This is an optimization exercise on Yosys and OpenROAD, whose aim is small area, a short achievable clock period and few clock cycles per item, not a production implementation. Where RTL was checked, it was by simulation tests only, not by an equivalence proof against the original.

Design frame_sync_period_tracker, start of the top module:
module frame_sync_period_tracker (
	input  logic                                  clk,
	input  logic                                  arst_n,
	input  logic                                  cfg_we,
	input  logic [fspt_pkg::LOSS_W-1:0]           cfg_wdata,
	input  logic                                  in_valid,
	output logic                                  in_ready,
	input  fspt_pkg::fspt_in_t                    in_item,
	output logic                                  out_valid,
	input  logic                                  out_ready,
	output fspt_pkg::fspt_out_t                   out_item
);
clock: 8.0 ns
lec_check: 0
abc_area: 1
cap_margin: 20
core_margin: 2
core_utilization: 60
setup_slack_margin: 4.0
slew_margin: 20
run.sh (not shown) runs the stock make flow with config.mk's settings and CLKGATE_MAP_FILE= SYNTH_SCRIPT=/design/flow/synth_recipe.tcl, a recipe that flattens the netlist after the stock synthesis.
The first run completed with no timing, DRC or antenna violations.
Testbench counts at the start, summed over its fixed seeds: cycles 24,139, items 24,000.
Then changed:
--- a/flow/config.mk
+++ b/flow/config.mk
@@ -10,4 +10,4 @@
 export CORE_MARGIN = 2
-export CORE_UTILIZATION = 60
-export SETUP_SLACK_MARGIN = 4.0
+export CORE_UTILIZATION = 50
+export SETUP_SLACK_MARGIN = 4.5
 export SLEW_MARGIN = 20
=>
- The new run finished clean
- worst hold slack gets better by 0.0048 ns
- die area came out higher by about a fifth
- sequential cell count stays the same
- core utilization falls by 7.8 points
- via count grows slightly
- clock-buffer cell count increases by 3
- wire length is higher by a little under a tenth
- worst setup slack gets better by 0.40 ns
- final area came out higher by a few percent
Then changed:
==> flow/flow/run.sh (new file) <==
#!/bin/bash
# The standard layout (standard.sh: ORFS synthesis through finish), with
# one change: the buffers that ORFS puts on every input and output port are
# made from the plain sky130_fd_sc_hd__buf_1 cell instead of the delay-buffer
# cell buffer_ports picks by default. Timing repair may still resize them.
# ORFS's own per-step logs are kept under orfs/logs; the make output goes to
# standard.log in this folder.
set -euo pipefail
export BUFFER_PORTS_ARGS="-buffer_cell sky130_fd_sc_hd__buf_1"
bash standard.sh > standard.log 2>&1
==> flow/standard.sh (new file) <==
#!/bin/bash
# synth_recipe.tcl (not shown) runs the flow's synth.tcl, then flattens the netlist and writes it again
# the make line also repeats each setting of config.mk as NAME=value (left out here)
make -C /OpenROAD-flow-scripts/flow DESIGN_CONFIG=/design/flow/config.mk WORK_HOME=/design/flow/orfs CLKGATE_MAP_FILE= SYNTH_SCRIPT=/design/flow/synth_recipe.tcl "${@:-finish}"
removed: flow/run.sh
=>
- setup slack hardly moves
- fmax is about the same
- core utilization goes down by 3.4 points
- global-route usage decreases by 0.38 points
- sequential share of layout area went up by 1.8 points
Then changed:
--- a/flow/flow/run.sh
+++ b/flow/flow/run.sh
@@ -9,2 +9,3 @@
 export BUFFER_PORTS_ARGS="-buffer_cell sky130_fd_sc_hd__buf_1"
+export RECOVER_POWER=100
 bash standard.sh > standard.log 2>&1
--- a/flow/config.mk
+++ b/flow/config.mk
@@ -10,3 +10,3 @@
 export CORE_MARGIN = 2
-export CORE_UTILIZATION = 50
+export CORE_UTILIZATION = 60
 export SETUP_SLACK_MARGIN = 4.5
Effect:
- The new run reached the layout checks and failed them: max-capacitance violations, max-slew violations
- wire length shrinks slightly
- sequential share of layout area grows by 0.77 points
- area after synthesis stays the same
- first-iteration DRC count grows by a little under a tenth
- core utilization grows by 9.4 points
- global-route usage grows by 4.0 points
- setup slack gets worse by 1.8 ns
- count of clock-buffer cells in the layout shrinks by 2
- critical path depth shrinks by 3
- via count grows slightly

========
run 1:
Another version of the RTL of frame_sync_period_tracker (not shown whole).
Size: roughly 2400 cells after synthesis, ~0.016 mm^2 of cells after synthesis.
==> flow/config.mk <==
export PLATFORM = sky130hd
export DESIGN_NAME = frame_sync_period_tracker
export DESIGN_NICKNAME = frame_sync_period_tracker
export VERILOG_FILES = /design/flow/design.v
export SDC_FILE = /design/flow/constraint.sdc
export NUM_CORES = 4
export LEC_CHECK = 0
export ABC_AREA = 1
export CAP_MARGIN = 20
export CORE_MARGIN = 2
export CORE_UTILIZATION = 60
export CTS_CLUSTER_DIAMETER = 150
export CTS_CLUSTER_SIZE = 15
export SETUP_SLACK_MARGIN = 4.5
export SLEW_MARGIN = 20
==> flow/constraint.sdc <==
create_clock -name core_clock -period 8.0 [get_ports {clk}]
set_input_delay 1.6000 -clock core_clock [delete_from_list [all_inputs] [get_ports {clk}]]
set_output_delay 1.6000 -clock core_clock [all_outputs]
set_load 0.01 [all_outputs]
standard.sh (not shown) runs the stock make flow with config.mk's settings and CLKGATE_MAP_FILE= SYNTH_SCRIPT=/design/flow/synth_recipe.tcl, a recipe that flattens the netlist after the stock synthesis.
==> flow/flow/run.sh <==
#!/bin/bash
# The standard layout (standard.sh: ORFS synthesis through finish), with
# one change: the buffers that ORFS puts on every input and output port are
# made from the plain sky130_fd_sc_hd__buf_1 cell instead of the delay-buffer
# cell buffer_ports picks by default. Timing repair may still resize them.
# ORFS's own per-step logs are kept under orfs/logs; the make output goes to
# standard.log in this folder.
set -euo pipefail
export BUFFER_PORTS_ARGS="-buffer_cell sky130_fd_sc_hd__buf_1"
export ADDER_MAP_FILE=
bash standard.sh > standard.log 2>&1
Testbench counts of run 1, summed over its fixed seeds: cycles 24,139, items 24,000.
> inputs changed (run 1 -> run 2)
- SETUP_SLACK_MARGIN: 4.5 -> 4.8
--- a/flow/flow/run.sh
+++ b/flow/flow/run.sh
@@ -8,4 +8,3 @@
 set -euo pipefail
 export BUFFER_PORTS_ARGS="-buffer_cell sky130_fd_sc_hd__buf_1"
-export ADDER_MAP_FILE=
 bash standard.sh > standard.log 2>&1
## What came out
Hold slack for run 2 is lower than for run 1. Run 2 reports its library cell contributing the largest single delay on the critical path as fa_1 while run 1 reports mux2_2. Run 1 → run 2: total track usage fell 0.45 points; placeable core region fell 2.8%. Re instance count along the most critical hold path: no difference whatsoever between run 1 and run 2.
Changes in run 3 relative to run 2:
- setting PLACE_DENSITY to 0.7 for the first time
- changing SETUP_SLACK_MARGIN from 4.8 to 4.7
Notes after the runs:
Re final instance area: run 3 and run 2 aren't equal, and the lower value belongs to run 3.
Number of iterations in the first detailed-routing pass for run 3: 1 up relative to run 2
Diff run 2 -> run 3: wire length per cell after detailed routing fell 0.34 um; number of fill cells in the layout rose 3.2%; minimum clock period after layout fell 0.069 ns; final core area utilization fell 1.9 points; highest clock rate rose about 2%.
Run 3 vs run 2, non-clock buffer share of cell area went down by 1.1 points.

========
run A:
RTL: one of the versions met above, not the one the previous note started from.
clock: 8.0 ns
lec_check: 0
abc_area: 1
cap_margin: 20
core_margin: 2
core_utilization: 60
setup_slack_margin: 5.0
slew_margin: 20
run.sh (not shown) runs the stock make flow with config.mk's settings and CLKGATE_MAP_FILE= SYNTH_SCRIPT=/design/flow/synth_recipe.tcl, a recipe that flattens the netlist after the stock synthesis.
Stock flow here: none of the scripts above is used.
Run A completed end to end with timing, DRC and antenna clean.
Testbench counts of run A, summed over its fixed seeds: cycles 24,139, items 24,000.
The following lists how run B was set up differently from run A:
Settings: a change of SETUP_SLACK_MARGIN from 5.0 to 4.5; an added CTS_CLUSTER_DIAMETER of 150; an added CTS_CLUSTER_SIZE of 25.
==> flow/flow/run.sh (new file) <==
#!/bin/bash
# The standard layout (standard.sh: ORFS synthesis through finish), with
# one change: the buffers that ORFS puts on every input and output port are
# made from the plain sky130_fd_sc_hd__buf_1 cell instead of the delay-buffer
# cell buffer_ports picks by default. Timing repair may still resize them.
# ORFS's own per-step logs are kept under orfs/logs; the make output goes to
# standard.log in this folder.
set -euo pipefail
export BUFFER_PORTS_ARGS="-buffer_cell sky130_fd_sc_hd__buf_1"
bash standard.sh > standard.log 2>&1
==> flow/standard.sh (new file) <==
#!/bin/bash
# synth_recipe.tcl (not shown) runs the flow's synth.tcl, then flattens the netlist and writes it again
# the make line also repeats each setting of config.mk as NAME=value (left out here)
make -C /OpenROAD-flow-scripts/flow DESIGN_CONFIG=/design/flow/config.mk WORK_HOME=/design/flow/orfs CLKGATE_MAP_FILE= SYNTH_SCRIPT=/design/flow/synth_recipe.tcl "${@:-finish}"
removed: flow/run.sh
Run B | status: complete | timing, DRC, antenna: pass. Diff run A -> run B: number of cells upsized or downsized after cts lower; worst hold margin lost 0.014 ns; final worst slack increased by 0.049 ns relative to the old numbers.
Setup changes, run B to run C
Settings: CTS_CLUSTER_DIAMETER removed (was 150); SETUP_SLACK_MARGIN changed from 4.5 to 3.5; CTS_CLUSTER_SIZE removed (was 25).
==> flow/run.sh (new file) <==
#!/bin/bash
# synth_recipe.tcl (not shown) runs the flow's synth.tcl, then flattens the netlist and writes it again
# the make line also repeats each setting of config.mk as NAME=value (left out here)
make -C /OpenROAD-flow-scripts/flow DESIGN_CONFIG=/design/flow/config.mk WORK_HOME=/design/flow/orfs CLKGATE_MAP_FILE= SYNTH_SCRIPT=/design/flow/synth_recipe.tcl finish
removed: flow/flow/run.sh
removed: flow/standard.sh
Findings:
Run C vs run B: share of cell area taken by multi-input logic gates down in run C
Delta(delay contributed by the slowest stage of the critical path, run C - run B) < 0
Summary of the comparison: clock network area share is higher in run C, relative to run B.
Going from run B to run C, global-route met2 utilization lost 1.3 points; detail-routed via count per cell lower.
Edits applied to the flow inputs when going from run C to run D:
Settings: changing SETUP_SLACK_MARGIN from 3.5 to 4.5.
==> flow/flow/run.sh (new file) <==
#!/bin/bash
# The standard layout (standard.sh: ORFS synthesis through finish), with
# one change: the buffers that ORFS puts on every input and output port are
# made from the plain sky130_fd_sc_hd__buf_1 cell instead of the delay-buffer
# cell buffer_ports picks by default. Timing repair may still resize them.
# ORFS's own per-step logs are kept under orfs/logs; the make output goes to
# standard.log in this folder.
set -euo pipefail
export BUFFER_PORTS_ARGS="-buffer_cell sky130_fd_sc_hd__buf_1"
bash standard.sh > standard.log 2>&1
==> flow/standard.sh (new file) <==
#!/bin/bash
# synth_recipe.tcl (not shown) runs the flow's synth.tcl, then flattens the netlist and writes it again
# the make line also repeats each setting of config.mk as NAME=value (left out here)
make -C /OpenROAD-flow-scripts/flow DESIGN_CONFIG=/design/flow/config.mk WORK_HOME=/design/flow/orfs CLKGATE_MAP_FILE= SYNTH_SCRIPT=/design/flow/synth_recipe.tcl "${@:-finish}"
removed: flow/run.sh
### Flow results
On via count: between run D and run C, it ends up higher for run D. Against run C, run D reports a number of signal-net buffers in the layout that is higher.

========
The RTL this note starts from:
==> flow/design.v <==
package fspt_pkg;
	localparam int unsigned TICK_W  = 32;
	localparam int unsigned FRAME_W = 16;
	localparam int unsigned LOSS_W  = 8;
	localparam int unsigned LIMIT_W = TICK_W + LOSS_W;
	localparam logic [LOSS_W-1:0] LOSS_FRAMES_RESET = LOSS_W'(3);
	localparam logic REQ_CAPTURE = 1'b0;
	localparam logic REQ_POLL    = 1'b1;
	typedef struct packed {
		logic              req_type;
		logic [TICK_W-1:0] tick_value;
	} fspt_in_t;
	typedef struct packed {
		logic [FRAME_W-1:0] frame_count;
		logic [TICK_W-1:0]  last_capture;
		logic [TICK_W-1:0]  period_estimate;
		logic               in_sync;
		logic               sync_dropped;
	} fspt_out_t;
endpackage
module frame_sync_period_tracker (
	input  logic                                  clk,
	input  logic                                  arst_n,
	input  logic                                  cfg_we,
	input  logic [fspt_pkg::LOSS_W-1:0]           cfg_wdata,
	input  logic                                  in_valid,
	output logic                                  in_ready,
	input  fspt_pkg::fspt_in_t                    in_item,
	output logic                                  out_valid,
	input  logic                                  out_ready,
	output fspt_pkg::fspt_out_t                   out_item
);
	localparam int unsigned TW = fspt_pkg::TICK_W;
	logic                            h_valid;
	logic                            h_poll;
	logic [TW-1:0]                   h_tick;
	logic [TW-1:0]                   h_iv;       
	logic                            k_valid;
	logic                            k_poll;
	logic [TW-1:0]                   k_tick;
	logic                            out_valid_q;
	logic                            dropped_q;
	logic [fspt_pkg::LOSS_W-1:0]     loss_q;
	logic [fspt_pkg::FRAME_W-1:0]    frame_q;
	logic [TW-1:0]                   prev_q;
	logic [TW-1:0]                   period_q;
	logic                            locked_q;
	logic                            base_q;
	logic [TW:0]                     acc_q;      
	logic [2:0]                      idx_q;      
	logic                            lbit_q;     
	logic                            exact_q;
	logic                            accept;
	logic                            slot_free;
	logic                            wait_poll;
	logic                            advance;
	logic                            is_cap;
	logic                            is_poll;
	logic                            h_load;
	assign in_ready  = !k_valid;
	assign accept    = in_valid && !k_valid;
	assign slot_free = !out_valid_q || out_ready;
	assign is_cap    = h_valid && !h_poll && slot_free;
	assign is_poll   = h_valid && h_poll && slot_free && !wait_poll;
	assign advance   = is_cap || is_poll;
	assign h_load    = advance || !h_valid;
	assign out_valid = out_valid_q;
	assign out_item.frame_count     = frame_q;
	assign out_item.last_capture    = prev_q;
	assign out_item.period_estimate = period_q;
	assign out_item.in_sync         = locked_q;
	assign out_item.sync_dropped    = dropped_q;
	logic                            n_poll;
	logic [TW-1:0]                   n_tick;
	logic [TW-1:0]                   n_base;
	logic [TW-1:0]                   n_iv;
	logic                            n_co;
	assign n_poll = k_valid ? k_poll : in_item.req_type;
	assign n_tick = k_valid ? k_tick : in_item.tick_value;
	assign n_base = (h_valid && !h_poll) ? h_tick : prev_q;
	fspt_add #(.W(TW)) u_interval (.a(n_tick), .b(~n_base), .cin(1'b1), .sum(n_iv), .cout(n_co));
	always_ff @(posedge clk or negedge arst_n) begin
		if (!arst_n) begin
			h_valid <= 1'b0;
			k_valid <= 1'b0;
		end else begin
			if (h_load)
				h_valid <= k_valid || accept;
			if (advance)
				k_valid <= 1'b0;
			else if (h_valid && accept)
				k_valid <= 1'b1;
		end
	end
	always_ff @(posedge clk) begin
		if (h_load) begin
			h_poll <= n_poll;
			h_tick <= n_tick;
			h_iv   <= n_iv;
		end
		if (!k_valid) begin
			k_poll <= in_item.req_type;
			k_tick <= in_item.tick_value;
		end
	end
	logic [TW-1:0]                   e_a, e_b, e_c, e_s, e_k;
	logic [TW-1:0]                   ema;
	logic                            ema_co;
	assign e_a = period_q;
	assign e_b = ~(period_q >> 2);
	assign e_c = h_iv >> 2;
	assign e_s = e_a ^ e_b ^ e_c;
	assign e_k = {((e_a & e_b) | (e_a & e_c) | (e_b & e_c)), 1'b0};
	fspt_add #(.W(TW)) u_ema (.a(e_s), .b(e_k), .cin(1'b1), .sum(ema), .cout(ema_co));
	logic [TW-1:0]                   ge_d;
	logic                            ge_co;
	logic                            ge;
	logic                            loss_zero;
	logic                            can_drop;
	logic                            drop_now;
	assign ge_d  = '0;
	fspt_geq #(.W(TW)) u_ge (.a(h_iv), .b(acc_q[TW-1:0]), .ge(ge_co));
	assign ge = !acc_q[TW] && ge_co;
	assign loss_zero = loss_q == '0;
	assign can_drop  = locked_q && (period_q != '0);
	assign drop_now  = can_drop && (loss_zero || (ge && exact_q));
	assign wait_poll = h_poll && can_drop && !loss_zero && ge && !exact_q;
	logic [TW-1:0]                   period_d;
	assign period_d = (is_cap && base_q) ? (locked_q ? ema : h_iv) : period_q;
	logic [2:0]                      top;
	logic [2:0]                      top_new;
	logic [2:0]                      top_rs;
	logic                            restart;
	logic [TW-1:0]                   pm;
	logic [TW:0]                     u_lo;
	logic                            u_co;
	logic                            ovf;
	always_comb begin
		top = 3'd0;
		for (int i = 1; i < 8; i++)
			if (loss_q[i]) top = 3'(i);
		top_new = 3'd0;
		for (int i = 1; i < 8; i++)
			if (cfg_wdata[i]) top_new = 3'(i);
	end
	assign restart = (is_cap && base_q) || cfg_we;
	assign top_rs  = cfg_we ? top_new : top;
	assign pm      = period_q & {TW{lbit_q}};
	fspt_add #(.W(TW+1)) u_horner (.a({acc_q[TW-1:0], 1'b0}), .b({1'b0, pm}), .cin(1'b0), .sum(u_lo), .cout(u_co));
	assign ovf     = acc_q[TW] || u_co || u_lo[TW];
	logic [2:0]                      idx_d;
	logic [fspt_pkg::LOSS_W-1:0]     loss_d;
	assign loss_d = cfg_we ? cfg_wdata : loss_q;
	assign idx_d  = restart ? (top_rs - 3'd1) : (!exact_q ? (idx_q - 3'd1) : idx_q);
	always_ff @(posedge clk or negedge arst_n) begin
		if (!arst_n) begin
			idx_q   <= 3'd0;
			lbit_q  <= 1'b0;
			exact_q <= 1'b0;
		end else begin
			idx_q  <= idx_d;
			lbit_q <= loss_d[idx_d];
			if (restart)
				exact_q <= top_rs == 3'd0;
			else if (!exact_q)
				exact_q <= idx_q == 3'd0;
		end
	end
	always_ff @(posedge clk) begin
		if (restart) begin
			acc_q <= {1'b0, period_d};
		end else if (!exact_q) begin
			acc_q <= {ovf, u_lo[TW-1:0]};
		end
	end
	always_ff @(posedge clk or negedge arst_n) begin
		if (!arst_n) begin
			out_valid_q <= 1'b0;
		end else if (advance) begin
			out_valid_q <= 1'b1;
		end else if (out_ready) begin
			out_valid_q <= 1'b0;
		end
	end
	always_ff @(posedge clk) begin
		if (advance) begin
			dropped_q <= h_poll && drop_now;
		end
	end
	always_ff @(posedge clk or negedge arst_n) begin
		if (!arst_n) begin
			loss_q   <= fspt_pkg::LOSS_FRAMES_RESET;
			frame_q  <= '0;
			prev_q   <= '0;
			period_q <= '0;
			locked_q <= 1'b0;
			base_q   <= 1'b0;
		end else begin
			if (cfg_we) begin
				loss_q <= cfg_wdata;
			end
			period_q <= period_d;
			if (is_cap) begin
				frame_q  <= frame_q + fspt_pkg::FRAME_W'(1);
				prev_q   <= h_tick;
				locked_q <= locked_q || base_q;
				base_q   <= 1'b1;
			end else if (is_poll && drop_now) begin
				locked_q <= 1'b0;
				base_q   <= 1'b0;
			end
		end
	end
endmodule
module fspt_add #(
	parameter int unsigned W = 32
) (
	input  logic [W-1:0] a,
	input  logic [W-1:0] b,
	input  logic         cin,
	output logic [W-1:0] sum,
	output logic         cout
);
	logic [W-1:0] p0, g0, g, p;
	assign p0 = a ^ b;
	assign g0 = a & b;
	always_comb begin
		g = g0;
		p = p0;
		g[0] = g0[0] | (p0[0] & cin);
		for (int l = 0; (1 << l) < W; l++) begin
			for (int j = 0; j < W; j++) begin
				if (((j >> l) & 1) != 0) begin
					g[j] = g[j] | (p[j] & g[((j >> l) << l) - 1]);
					p[j] = p[j] & p[((j >> l) << l) - 1];
				end
			end
		end
	end
	assign sum  = p0 ^ {g[W-2:0], cin};
	assign cout = g[W-1];
endmodule
module fspt_geq #(
	parameter int unsigned W = 32
) (
	input  logic [W-1:0] a,
	input  logic [W-1:0] b,
	output logic         ge
);
	logic [W-1:0] g, t;
	always_comb begin
		g = a & ~b;
		t = a | ~b;
		for (int l = 0; (1 << l) < W; l++) begin
			for (int j = W - 1; j >= 0; j--) begin
				if (((j + 1) % (2 << l)) == 0) begin
					g[j] = g[j] | (t[j] & g[j - (1 << l)]);
					t[j] = t[j] & t[j - (1 << l)];
				end
			end
		end
	end
	assign ge = g[W-1] | t[W-1];
endmodule
clock: 8.0 ns
lec_check: 0
abc_area: 1
cap_margin: 20
core_margin: 2
core_utilization: 60
cts_cluster_diameter: 150
cts_cluster_size: 15
setup_slack_margin: 4.7
slew_margin: 20
standard.sh (not shown) runs the stock make flow with config.mk's settings and CLKGATE_MAP_FILE= SYNTH_SCRIPT=/design/flow/synth_recipe.tcl, a recipe that flattens the netlist after the stock synthesis.
==> flow/flow/run.sh <==
#!/bin/bash
# The standard layout (standard.sh: ORFS synthesis through finish), with
# one change: the buffers that ORFS puts on every input and output port are
# made from the plain sky130_fd_sc_hd__buf_1 cell instead of the delay-buffer
# cell buffer_ports picks by default. Timing repair may still resize them.
# ORFS's own per-step logs are kept under orfs/logs; the make output goes to
# standard.log in this folder.
set -euo pipefail
export BUFFER_PORTS_ARGS="-buffer_cell sky130_fd_sc_hd__buf_1"
bash standard.sh > standard.log 2>&1
==> next run, changes <==
- SETUP_SLACK_MARGIN: 4.7 -> 4.5
Effect:
- flip-flop and latch count is unchanged
- sequential share of layout area goes up by 1.0 points
- routed wire length goes down by 3.3%
- die area is unchanged
- setup slack is worse by 0.039 ns
- non-clock buffer count goes down by 21
- utilization goes down by 2.2 points
- hold slack is better by 0.012 ns
- global-route usage goes down by 0.62 points
No functional check of the RTL was part of any run of this note.

-- what the ideal ports hide --
The flow's constraints put no driver on any port. The routed layouts listed below were extracted and timed again, unchanged, in two steps.
Step 1 assumes that a clkbuf_16 drives the clock port and a buf_2 every other input.
Step 2 times the ports against the registers' clock, not the clock port: input delays grow and output delays shrink by t, the midpoint of the rising clock arrivals with the driver on.
a / b / c = no drivers / after step 1 / after step 2; a / b = the first two.
| run | t, ns | setup WS [ns] | clock arrival spread, ns | worst data-port slew with drivers (ns) |
|---|---|---|---|---|
| the first run of note 1 | 0.568 | 4.127 / 4.100 / 3.584 | 0.013 / 0.013 | 0.05 |
| the second run of note 1 | 0.581 | 4.529 / 4.562 / 3.982 | 0.017 / 0.017 | 0.05 |
| the third run of note 1 | 0.603 | 4.531 / 4.549 / 3.946 | 0.020 / 0.021 | 0.04 |
| the fourth run of note 1 | 0.572 | 2.740 / 2.753 / 2.181 | 0.023 / 0.022 | 0.06 |
| run 1 | 0.550 | 4.569 / 4.580 / 4.048 | 0.018 / 0.019 | 0.04 |
| run 2 | 0.554 | 4.662 / 4.662 / 4.295 | 0.035 / 0.035 | 0.03 |
| run 3 | 0.546 | 4.731 / 4.742 / 4.213 | 0.022 / 0.023 | 0.05 |
| run A | 0.592 | 4.482 / 4.499 / 3.907 | 0.025 / 0.024 | 0.07 |
| run B | 0.520 | 4.531 / 4.531 / 4.053 | 0.041 / 0.040 | 0.06 |
| run C | 0.579 | 3.776 / 3.798 / 3.219 | 0.011 / 0.012 | 0.04 |
| run D | 0.573 | 4.574 / 4.601 / 4.028 | 0.022 / 0.021 | 0.06 |
| the first run of note 4 | 0.544 | 4.536 / 4.551 / 4.007 | 0.022 / 0.022 | 0.04 |
| the second run of note 4 | 0.546 | 4.497 / 4.517 / 3.971 | 0.031 / 0.031 | 0.04 |
The setup slack of the third run of note 1, which loses most, moves by +0.018 ns with the drivers and by -0.585 ns with both steps.
